Background: an optimization exercise with open tools, aiming at small area. Do not read the settings as production practice.
In this exercise RTL edits were held to simulation tests only and were not proved equivalent to the original.
Power figures rest on the tool's default switching activity, not on a simulated workload.

Design instruction_cache, start of the top module:
module instruction_cache
(
    input  logic         CLK,
    input  logic         arst_n,
    input  logic         stall,
    input  logic [32-1:0]  pc,
    input  logic         pc_valid,
    output logic         cache_ready,
    output logic [32-1:0]       instruction,
    output logic         instruction_valid,
    output logic         l2_addr_valid,
    input  logic         l2_addr_ready,
    output logic [(24 + 4)-1:0]  l2_addr,
    output logic         l2_data_ready,
    input  logic         l2_data_valid,
    input  logic [(4 * 32)-1:0] l2_data
);
Size in the first run: ~0.14 mm2 of cells after synthesis.
==> flow/config.mk <==
export PLATFORM = sky130hd
export DESIGN_NAME = instruction_cache
export DESIGN_NICKNAME = instruction_cache
export VERILOG_FILES = /design/flow/design.v
export SDC_FILE = /design/flow/constraint.sdc
export NUM_CORES = 4
export LEC_CHECK = 0
export CAP_MARGIN = 10
export CELL_PAD_IN_SITES_DETAIL_PLACEMENT = 1
export CELL_PAD_IN_SITES_GLOBAL_PLACEMENT = 1
export CORE_MARGIN = 2
export CORE_UTILIZATION = 54
export SLEW_MARGIN = 10
==> flow/constraint.sdc <==
create_clock -name core_clock -period 8.0 [get_ports {CLK}]
set_input_delay 1.6000 -clock core_clock [delete_from_list [all_inputs] [get_ports {CLK}]]
set_output_delay 1.6000 -clock core_clock [all_outputs]
set_load 0.01 [all_outputs]
standard.sh (not shown) runs the stock make flow with config.mk's settings and CLKGATE_MAP_FILE= SYNTH_SCRIPT=/design/flow/synth_recipe.tcl, a recipe that flattens the netlist after the stock synthesis.
==> flow/flow/run.sh <==
#!/bin/bash
# ORFS layout (standard.sh) with three changes:
#  - synthesis maps logic with an area-oriented ABC script (flow/abc_area_nf.script);
#    everything else in the synthesis, registers included, is the standard one
#  - CTS without dummy loads, with larger sink clusters
#  - port buffers are buf_2
set -euo pipefail
HERE=$(pwd)
export CTS_ARGS="-sink_clustering_enable -repair_clock_nets -dont_use_dummy_load -sink_clustering_size 30 -sink_clustering_max_diameter 60 -buf_list {sky130_fd_sc_hd__clkbuf_8 sky130_fd_sc_hd__clkbuf_16}"
export BUFFER_PORTS_ARGS="-buffer_cell sky130_fd_sc_hd__buf_2"
cat > "$HERE/area_synth.tcl" <<TCL
proc abc {args} {
  set i [lsearch -exact \$args -script]
  if {\$i >= 0} { lset args [expr {\$i + 1}] $HERE/flow/abc_area_nf.script }
  yosys abc {*}\$args
}
source $HERE/synth_recipe.tcl
TCL
sed "s#SYNTH_SCRIPT=[^ ]*#SYNTH_SCRIPT=$HERE/area_synth.tcl#" standard.sh > area_standard.sh
bash area_standard.sh > standard_sh.log 2>&1
==> flow/flow/abc_area_nf.script <==
&get -n
&st
&dch -f
&nf -p -R 1000 -F 8 -C 32
&put
topo
The first run finished clean.
Change:
Settings changed: CAP_MARGIN 10 to 20, CORE_UTILIZATION 54 to 50, SLEW_MARGIN 10 to 20.
What happened: Wire length went up by a few percent. Hold slack degrades by 0.0039 ns. Sequential cell count does not change. Fmax rose slightly. Area after synthesis does not change. Setup slack improved by 0.080 ns. Non-clock buffer count goes up by 25. Sequential power hardly moves.

The RTL this note starts from:
==> flow/design.v <==
`timescale 1ns/10ps
`default_nettype none
module instruction_cache
(
    input  logic         CLK,
    input  logic         arst_n,
    input  logic         stall,
    input  logic [32-1:0]  pc,
    input  logic         pc_valid,
    output logic         cache_ready,
    output logic [32-1:0]       instruction,
    output logic         instruction_valid,
    output logic         l2_addr_valid,
    input  logic         l2_addr_ready,
    output logic [(24 + 4)-1:0]  l2_addr,
    output logic         l2_data_ready,
    input  logic         l2_data_valid,
    input  logic [(4 * 32)-1:0] l2_data
);
    localparam int NS  = 16;
    localparam int TW  = 24;
    localparam int BW  = (4 * 32);
    localparam int WW  = 32;
    localparam int EW  = TW + BW;           
    localparam int WORD_LSB = 2;
    localparam int SET_LSB  = WORD_LSB + 2;
    localparam int TAG_LSB  = SET_LSB + 4;
    localparam logic [3:0] INS0 = 4'd0;
    localparam logic [3:0] INS1 = 4'd6;
    localparam logic [3:0] INS2 = 4'd11;
    localparam logic [1:0] IDLE      = 2'd0;
    localparam logic [1:0] REQUEST   = 2'd1;
    localparam logic [1:0] WAIT_DATA = 2'd2;
    localparam logic [1:0] WRITE     = 2'd3;
    logic [1:0]                 state;
    logic [3:0]                 phase;
    logic [31:2]                pc_if2;
    logic [31:2]                pc_if3;
    logic                       valid_if2;
    logic                       valid_if3;
    logic                       replay;
    logic [NS-1:0]              lru_bits;
    logic [2*NS*EW-1:0]         ring;
    logic [NS-1:0]              both_bits;
    logic                       pend;
    logic [BW-1:0]              buf_block;
    logic [TW-1:0]              buf_tag;
    logic [3:0]                 buf_set;
    logic                       buf_way;
    logic [3:0]                 out_set;
    logic [1:0]                 out_word;
    logic                       out_way;
    logic [3:0]                 set_if3;
    logic [TW-1:0]              tag_if3;
    logic [1:0]                 word_if3;
    logic [3:0]                 slot_if3;
    logic                       cins;
    logic [1:0]                 hit;
    logic                       hit_way;
    logic                       victim;
    logic                       idle;
    logic                       refill_write;
    logic                       miss_c;
    logic                       advance;
    logic                       accept;
    logic                       complete_hit;
    logic                       data_take;
    assign set_if3  = pc_if3[SET_LSB +: 4];
    assign tag_if3  = pc_if3[TAG_LSB +: TW];
    assign word_if3 = pc_if3[WORD_LSB +: 2];
    assign slot_if3 = set_if3 - phase;
    assign idle         = (state == IDLE);
    assign refill_write = (state == WRITE);
    assign miss_c       = valid_if3 && !(|hit);
    assign cache_ready  = idle && !replay && !miss_c;
    assign accept       = pc_valid && cache_ready && !stall;
    assign advance      = !stall && idle && !replay && !miss_c;
    assign complete_hit = valid_if3 && advance;
    assign hit_way      = hit[1];
    assign victim       = lru_bits[set_if3];
    assign data_take    = (state == WAIT_DATA) && l2_data_valid;
    always_ff @(posedge CLK or negedge arst_n)
    begin
        if (!arst_n)
        begin
            state <= IDLE;
        end
        else
        begin
            case (state)
                IDLE:      if (miss_c)        state <= REQUEST;
                REQUEST:   if (l2_addr_ready) state <= WAIT_DATA;
                WAIT_DATA: if (l2_data_valid) state <= WRITE;
                default:                      state <= IDLE;
            endcase
        end
    end
    assign l2_addr_valid = (state == REQUEST);
    assign l2_data_ready = (state == WAIT_DATA);
    assign l2_addr       = pc_if3[31:SET_LSB];
    always_ff @(posedge CLK)
    begin
        if (data_take)
        begin
            buf_block <= l2_data;
            buf_tag   <= tag_if3;
            buf_set   <= set_if3;
            buf_way   <= victim;
        end
    end
    logic       pend_n;
    logic [3:0] bset_n;
    logic       bway_n;
    logic [3:0] cslot_n;
    logic [5:0] put_n;             
    logic [5:0] put_q;
    logic [5:0] nput_q;
    assign cins    = |put_q;
    assign pend_n  = data_take || (pend && !cins);
    assign bset_n  = data_take ? set_if3 : buf_set;
    assign bway_n  = data_take ? victim : buf_way;
    assign cslot_n = bset_n - phase - 4'd2;
    for (genvar w = 0; w < 2; w++)
    begin : g_putn
        assign put_n[w*3+0] = pend_n && (bway_n == w) && (cslot_n == INS0);
        assign put_n[w*3+1] = pend_n && (bway_n == w) && (cslot_n == INS1);
        assign put_n[w*3+2] = pend_n && (bway_n == w) && (cslot_n == INS2);
    end
    always_ff @(posedge CLK or negedge arst_n)
    begin
        if (!arst_n)
        begin
            pend  <= 1'b0;
            put_q <= '0;
        end
        else
        begin
            pend  <= pend_n;
            put_q <= put_n;
        end
    end
    always_ff @(posedge CLK)
    begin
        nput_q <= ~put_n;
    end
    always_ff @(posedge CLK or negedge arst_n)
    begin
        if (!arst_n)
        begin
            phase <= 4'd0;
        end
        else
        begin
            phase <= phase + 4'd1;
        end
    end
    for (genvar w = 0; w < 2; w++)
    begin : g_way
        for (genvar i = 0; i < NS; i++)
        begin : g_slot
            localparam int NX = (i + 1) % NS;
            if ((i == INS0) || (i == INS1) || (i == INS2))
            begin : g_ins
                localparam int PI = w*3 + ((i == INS0) ? 0 : (i == INS1) ? 1 : 2);
                always_ff @(posedge CLK)
                begin
                    ring[(w*NS+i)*EW +: EW] <= ({EW{put_q[PI]}} & {buf_tag, buf_block})
                                             | ({EW{nput_q[PI]}} & ring[(w*NS+NX)*EW +: EW]);
                end
            end
            else
            begin : g_shift
                always_ff @(posedge CLK)
                begin
                    ring[(w*NS+i)*EW +: EW] <= ring[(w*NS+NX)*EW +: EW];
                end
            end
        end
    end
    logic [NS-1:0] ssel;           
    for (genvar i = 0; i < NS; i++)
    begin : g_ssel
        assign ssel[i] = (slot_if3 == i);
    end
    logic       both_if3;
    logic [1:0] valid_if3_w;
    assign both_if3    = both_bits[set_if3];
    assign valid_if3_w = {both_if3, both_if3 | victim};
    for (genvar w = 0; w < 2; w++)
    begin : g_cmp
        logic          byp;
        logic          rv;
        logic [TW-1:0] rtag;
        assign rv = valid_if3_w[w];
        always_comb
        begin
            rtag = '0;
            for (int i = 0; i < NS; i++)
            begin
                rtag = rtag | ({TW{ssel[i]}} & ring[(w*NS+i)*EW + BW +: TW]);
            end
        end
        assign byp  = pend && (buf_way == w) && (buf_set == set_if3);
        assign hit[w] = byp ? (buf_tag == tag_if3)
                            : (rv && (rtag == tag_if3));
    end
    always_ff @(posedge CLK or negedge arst_n)
    begin
        if (!arst_n)
        begin
            lru_bits  <= '0;
            both_bits <= '0;
        end
        else
        begin
            if (complete_hit || refill_write)
            begin
                lru_bits[set_if3] <= refill_write ? ~buf_way : ~hit_way;
            end
            if (refill_write && buf_way)
            begin
                both_bits[set_if3] <= 1'b1;
            end
        end
    end
    always_ff @(posedge CLK or negedge arst_n)
    begin
        if (!arst_n)
        begin
            valid_if2         <= 1'b0;
            valid_if3         <= 1'b0;
            replay            <= 1'b0;
            instruction_valid <= 1'b0;
        end
        else
        begin
            replay            <= refill_write;
            instruction_valid <= complete_hit || (refill_write && !stall);
            if (refill_write)
            begin
                valid_if3 <= stall;
            end
            else if (advance)
            begin
                valid_if2 <= accept;
                valid_if3 <= valid_if2;
            end
        end
    end
    always_ff @(posedge CLK)
    begin
        if (accept)
        begin
            pc_if2 <= pc[31:2];
        end
        if (advance)
        begin
            pc_if3 <= pc_if2;
        end
        out_set  <= set_if3;
        out_word <= word_if3;
        out_way  <= refill_write ? buf_way : hit_way;
    end
    logic [3:0]      out_slot;
    logic            out_byp;
    logic [2*NS-1:0] esel;         
    logic [3:0]      ksel;         
    logic [WW-1:0]   ring_word;
    logic [WW-1:0]   buf_word;
    assign out_slot = out_set - phase;
    assign out_byp  = pend && (buf_way == out_way) && (buf_set == out_set);
    for (genvar e = 0; e < 2*NS; e++)
    begin : g_esel
        assign esel[e] = ({out_way, out_slot} == e);
    end
    for (genvar k = 0; k < 4; k++)
    begin : g_ksel
        assign ksel[k] = (out_word == k);
    end
    logic [WW-1:0] eword [4];
    always_comb
    begin
        for (int k = 0; k < 4; k++)
        begin
            eword[k] = '0;
            for (int e = 0; e < 2*NS; e++)
            begin
                eword[k] = eword[k] | ({WW{esel[e]}} & ring[e*EW + k*WW +: WW]);
            end
        end
        ring_word = '0;
        buf_word  = '0;
        for (int k = 0; k < 4; k++)
        begin
            ring_word = ring_word | ({WW{ksel[k]}} & eword[k]);
            buf_word  = buf_word  | ({WW{ksel[k]}} & buf_block[k*WW +: WW]);
        end
    end
    assign instruction = out_byp ? buf_word : ring_word;
endmodule
`default_nettype wire
Settings: LEC_CHECK=0, CAP_MARGIN=20, CELL_PAD_IN_SITES_DETAIL_PLACEMENT=1, CELL_PAD_IN_SITES_GLOBAL_PLACEMENT=1, CORE_MARGIN=2, CORE_UTILIZATION=52, SLEW_MARGIN=20; clock period 8.0 ns.
==> flow/flow/run.sh <==
#!/bin/bash
# ORFS layout (standard.sh) with three changes:
#  - synthesis maps logic with an area-oriented ABC script (flow/abc_area_nf.script);
#    everything else in the synthesis, registers included, is the standard one
#  - CTS without dummy loads, clkbuf_8 leaves with larger sink clusters
#  - port buffers are buf_2
set -euo pipefail
HERE=$(pwd)
export CTS_ARGS="-sink_clustering_enable -repair_clock_nets -dont_use_dummy_load -sink_clustering_size 16 -sink_clustering_max_diameter 50 -buf_list {sky130_fd_sc_hd__clkbuf_8}"
export BUFFER_PORTS_ARGS="-buffer_cell sky130_fd_sc_hd__buf_2"
cat > "$HERE/area_synth.tcl" <<TCL
proc abc {args} {
  set i [lsearch -exact \$args -script]
  if {\$i >= 0} { lset args [expr {\$i + 1}] $HERE/flow/abc_area_nf.script }
  yosys abc {*}\$args
}
source $HERE/synth_recipe.tcl
TCL
sed "s#SYNTH_SCRIPT=[^ ]*#SYNTH_SCRIPT=$HERE/area_synth.tcl#" standard.sh > area_standard.sh
bash area_standard.sh > standard_sh.log 2>&1
Scripts as last shown in full above: flow/flow/abc_area_nf.script
The first run finished but failed the layout checks on negative setup slack.
Next try:
--- a/flow/flow/run.sh
+++ b/flow/flow/run.sh
@@ -3,9 +3,9 @@
 #  - synthesis maps logic with an area-oriented ABC script (flow/abc_area_nf.script);
 #    everything else in the synthesis, registers included, is the standard one
-#  - CTS without dummy loads, clkbuf_8 leaves with larger sink clusters
+#  - CTS without dummy loads, with larger sink clusters
 #  - port buffers are buf_2
 set -euo pipefail
 HERE=$(pwd)
-export CTS_ARGS="-sink_clustering_enable -repair_clock_nets -dont_use_dummy_load -sink_clustering_size 16 -sink_clustering_max_diameter 50 -buf_list {sky130_fd_sc_hd__clkbuf_8}"
+export CTS_ARGS="-sink_clustering_enable -repair_clock_nets -dont_use_dummy_load -sink_clustering_size 30 -sink_clustering_max_diameter 60 -buf_list {sky130_fd_sc_hd__clkbuf_8 sky130_fd_sc_hd__clkbuf_16}"
 export BUFFER_PORTS_ARGS="-buffer_cell sky130_fd_sc_hd__buf_2"
 cat > "$HERE/area_synth.tcl" <<TCL
- CORE_UTILIZATION: 52 -> 50
Now the flow produced a clean layout.
Total power came out higher by 2.3%.
Final area came out higher by 0.78%.
Core utilization came out lower by 1.9 points.
Count of clock-buffer cells in the layout came out lower by 155.
Worst setup slack gets better by 0.28 ns.
Via count came out lower by 2.0%.
Hold slack barely changes.
Global-route usage came out lower by 1.7 points.
Synthesized area does not change.
Sequential power stays flat.
Synthesized cell count is unchanged.

-- afterwards: timing with drivers on the ports --
Ports are ideal in the flow. The routed layouts listed here were re-timed in OpenROAD. Step 1, drivers: a clkbuf_16 drives CLK and a buf_2 each remaining input, both assumed. Step 2 times the ports against the registers' clock, not the clock port: input delays grow and output delays shrink by t, the midpoint of the rising clock arrivals with the driver on. Three values: no drivers, after step 1, after step 2; two values: the first two.
| run | t (ns) | slack for setup (ns) | latest minus earliest clock arrival (ns) | pins driven straight from the clock port |
|---|---|---|---|---|
| the first run of note 1 | 1.018 | 0.228 / 0.128 / 1.146 | 0.087 / 0.087 | 1 |
| the second run of note 1 | 1.000 | 0.308 / 0.206 / 1.207 | 0.087 / 0.087 | 1 |
| the first run of note 2 | 1.193 | -0.228 / -0.324 / 0.869 | 0.079 / 0.080 | 1 |
| the second run of note 2 | 1.003 | 0.056 / -0.052 / 0.951 | 0.086 / 0.086 | 1 |
